From an optimization exercise on the open Yosys and OpenROAD flow, aimed at small area and a short achievable clock period; shortcuts taken in it are not production practice.
Function was checked by simulation only, so behaviour that the tests miss may differ from the original.

Setup of run A:
Design pe_mac_array, start of the top module:
module pe_mac_array
#(
  parameter int DATA_WIDTH = nmcu_pkg::DATA_WIDTH,
  parameter int ACC_WIDTH  = nmcu_pkg::ACC_WIDTH,
  parameter int NUM_LANES  = 8
) (
  input  logic                            clk,
  input  logic                            rst_n,
  input  logic                            in_valid_i,
  output logic                            in_ready_o,
  input  logic [NUM_LANES*DATA_WIDTH-1:0] a_i,
  input  logic [NUM_LANES*DATA_WIDTH-1:0] b_i,
  input  logic                            first_i,
  input  logic                            last_i,
  output logic                            out_valid_o,
  input  logic                            out_ready_i,
  output logic [NUM_LANES*DATA_WIDTH-1:0] result_o,
  output logic [NUM_LANES*ACC_WIDTH-1:0]  acc_o,
  output logic [NUM_LANES-1:0]            sat_o,
  output logic                            busy_o,
  output nmcu_pkg::pe_mac_state_e        state_o
);
  nmcu_pkg::pe_mac_state_e state_q;
  logic          ready;
  logic          accept;
  logic          load;
  logic          open_group;
  assign ready       = (state_q == nmcu_pkg::IDLE) || (state_q == nmcu_pkg::ACCUM);
  assign in_ready_o  = rst_n && ready;
  assign accept      = in_valid_i && in_ready_o;
  assign load        = in_valid_i && ready;
  assign out_valid_o = (state_q == nmcu_pkg::DRAIN);
  assign busy_o      = (state_q != nmcu_pkg::IDLE);
  assign state_o     = state_q;
  assign open_group  = first_i || (state_q == nmcu_pkg::IDLE);
  always_ff @(posedge clk or negedge rst_n) begin
    if (!rst_n) begin
      state_q <= nmcu_pkg::IDLE;
    end else begin
      case (state_q)
        nmcu_pkg::IDLE, nmcu_pkg::ACCUM: if (accept) state_q <= last_i ? nmcu_pkg::FLUSH : nmcu_pkg::ACCUM;
        nmcu_pkg::FLUSH:       state_q <= nmcu_pkg::DRAIN;
        nmcu_pkg::DRAIN:       if (out_ready_i) state_q <= nmcu_pkg::IDLE;
        default:     state_q <= nmcu_pkg::IDLE;
      endcase
    end
  end
  for (genvar n = 0; n < NUM_LANES; n++) begin : g_lane
    pe_mac_lane #(
      .DATA_WIDTH(DATA_WIDTH),
      .ACC_WIDTH (ACC_WIDTH)
    ) u_lane (
      .clk    (clk),
      .load_en(load),
      .acc_clr(open_group),
      .a      (a_i[n*DATA_WIDTH +: DATA_WIDTH]),
      .b      (b_i[n*DATA_WIDTH +: DATA_WIDTH]),
      .acc    (acc_o[n*ACC_WIDTH +: ACC_WIDTH]),
  ...
For scale: about 4,200 cells after synthesis, ~470 I/O pins, roughly 0.034 sq mm of cells after synthesis.
clock: 6.0 ns
lec_check: 0
abc_area: 1
cap_margin: 20
core_margin: 2
core_utilization: 40
cts_cluster_diameter: 100
cts_cluster_size: 22
gpl_routability_driven: 0
setup_slack_margin: 2.8
slew_margin: 20
tns_end_percent: 10
standard.sh (not shown) runs the stock make flow with config.mk's settings and CLKGATE_MAP_FILE= SYNTH_SCRIPT=/design/flow/synth_recipe.tcl, a recipe that flattens the netlist after the stock synthesis.
==> flow/flow/run.sh <==
#!/bin/bash
# Own layout flow: the standard flow (the standard.sh, all steps) with
# the port buffers made from buf_1 cells instead of ORFS's default choice.
# Each tool's output goes to the ORFS logs under orfs/logs; this script's
# own output goes to run.log.
set -e
{
  echo "== standard.sh"; cat standard.sh
  echo "== config.mk"; cat config.mk
  export BUFFER_PORTS_ARGS="-buffer_cell sky130_fd_sc_hd__buf_1"
  bash standard.sh
} > run.log 2>&1
Run A: done, clean on timing, DRC and antenna
What run B does differently from run A at the input level:
- a deleted GPL_ROUTABILITY_DRIVEN that had been 0
- a change of SETUP_SLACK_MARGIN from 2.8 to 2.4
## What came out
- Reg2reg setup slack (run B over run A): decrease, 0.34 ns
- Of run B and run A, the run reporting the lower met2 track demand over resource in global routing was run B.
- Compare run B and run A | core occupancy in the finished layout higher: run A
- Summary of run B over run A: met1 track demand over resource shows no meaningful change, global router's overall resource usage shows a reduction of 0.65 points, post-detailed-route wirelength per cell shows a reduction of 0.64 microns.
- Number of ordinary and repair buffers in the finished layout (run A / run B): 1.08
- Run B vs. run A: total wirelength of the detailed-routed design saw a decrease, area growth from synthesis to layout fell by 4.7 points, share of the cycle needed by the critical path after routing increased by 7.0 points relative to the old numbers.
Edits applied to the flow inputs when going from run B to run C:
- changing SETUP_SLACK_MARGIN from 2.4 to 2.8
- changing CORE_UTILIZATION from 40 to 50
- setting PLACE_DENSITY to 0.75 for the first time
==> run summary <==
Highest fanout seen on the critical path was higher in the run labelled run B.
Changes observed in run C relative to run B: wire length stayed essentially flat, global-route wire length before repair now smaller, shortest clock period the worst path allows after layout down 0.33 ns.
Run C vs. run B: minimum setup slack in the final design rose 0.33 ns, pin slew with the least headroom to its limit higher, total of flip-flops plus latches after synthesis held steady, cell area after synthesis has remained practically unchanged, insertion delay to the later sink of the worst-skew pair went down by 0.02 ns.
Of the two values seen for path category of the worst min-delay check, in2async was produced by run C and reg2reg by run B.
Inputs modified between run C and run D:
- changing CORE_UTILIZATION from 50 to 40
- removing PLACE_DENSITY (formerly 0.75)
==> run summary <==
Taking run C as the reference, in run D area taken by multi-input logic gates shows an increase of 0.79%, fraction of the mapped netlist area in simple logic gates shows no meaningful change. Run D vs run C, critical path depth went down by 4. Run D ended up with g_lane[1].u_lane.row0_q[8]$_DFF_P_ as its termination of the worst setup path; run C ended up with g_lane[0].u_lane.acc_q[27]$_SDFFE_PP0P_. Die area (run D vs. run C) increases by more than 10%. In the flow results for run D and run C, the final worst slack is smaller on run C. Comparing run D and run C, maximum fanout along the worst path is higher on run D.


== main ==
Another version of the RTL of pe_mac_array (not shown whole).
Size in the first run: roughly 510 flip-flops.
clock: 6.0 ns
lec_check: 0
abc_area: 1
cap_margin: 20
core_margin: 2
core_utilization: 40
setup_slack_margin: 2.6
slew_margin: 20
tns_end_percent: 10
Scripts as last shown in full above: flow/flow/run.sh
For the feature branch, these inputs were changed with respect to main:
Settings: TNS_END_PERCENT removed (was 10).
### Flow results
The feature branch against main: share of the clock period used by the worst path after layout stayed essentially flat; design area rose by 300 µm²; footprint of the multi-input gates rose by 160 µm²; share of layout cells above drive strength 1 rose by 0.82 points.
Against main as the reference, the feature branch delivers a lower worst hold slack.
On the feature branch: worst slack at placement is 120 ps lower than what main gave.


== pine ==
RTL: one of the versions met above, not the one the previous note started from.
For scale: ~500 flip-flops, about 470 I/O pins.
clock: 6.0 ns
lec_check: 0
abc_area: 1
cap_margin: 20
core_margin: 2
core_utilization: 40
cts_cluster_diameter: 100
cts_cluster_size: 25
setup_slack_margin: 2.8
slew_margin: 20
tns_end_percent: 10
Scripts as last shown in full above: flow/flow/run.sh
pine closes out successfully: all stages finished, all timing, DRC and antenna checks passed.
Changes in oak relative to pine:
- changing CTS_CLUSTER_SIZE from 25 to 22
- changing SETUP_SLACK_MARGIN from 2.8 to 2.6
## What came out
Between pine and oak, the number of instances in the placed design does not differ in any meaningful way.
Critical path capture point: g_lane[4].u_lane.row0_q[10]$_DFF_P_ -> pine, result_o[21] -> oak
oak: global-route wire length before repair about 2.2% below pine
Post-route core utilization (higher): pine

## afterwards: timing with drivers on the ports
Ports are ideal in the flow. The routed layouts listed here were re-timed in OpenROAD.
Step 1 (the two cells are an assumption about what drives the block):
set clk [get_ports {clk}]
set_driving_cell -lib_cell sky130_fd_sc_hd__clkbuf_16 $clk
set_driving_cell -lib_cell sky130_fd_sc_hd__buf_2 [delete_from_list [all_inputs] $clk]
Step 2 also shifts input and output timing later by t, the mid clock arrival at the registers, as if the neighbouring blocks saw the same clock.
Three values: ideal ports, drivers, drivers and shift; two values: the first two.
run	t (ns)	setup WS [ns]	worst hold slack (ns)
run A	0.675	2.854 / 2.859 / 2.207	0.391 / 0.347 / 0.496
run B	0.680	2.432 / 2.473 / 1.793	0.497 / 0.497 / 0.497
run C	0.676	2.758 / 2.758 / 2.144	0.384 / 0.343 / 0.497
run D	0.675	2.854 / 2.859 / 2.207	0.391 / 0.347 / 0.496
main	0.674	2.668 / 2.609 / 2.054	0.385 / 0.353 / 0.512
the feature branch	0.678	2.675 / 2.618 / 2.079	0.379 / 0.343 / 0.510
pine	0.673	2.801 / 2.825 / 2.152	0.377 / 0.337 / 0.502
oak	0.681	2.681 / 2.617 / 2.079	0.495 / 0.495 / 0.495
After both steps every run listed still meets setup and hold. For pine, which loses most, drivers alone change the setup slack by +0.024 ns; drivers and shift together by -0.649 ns.
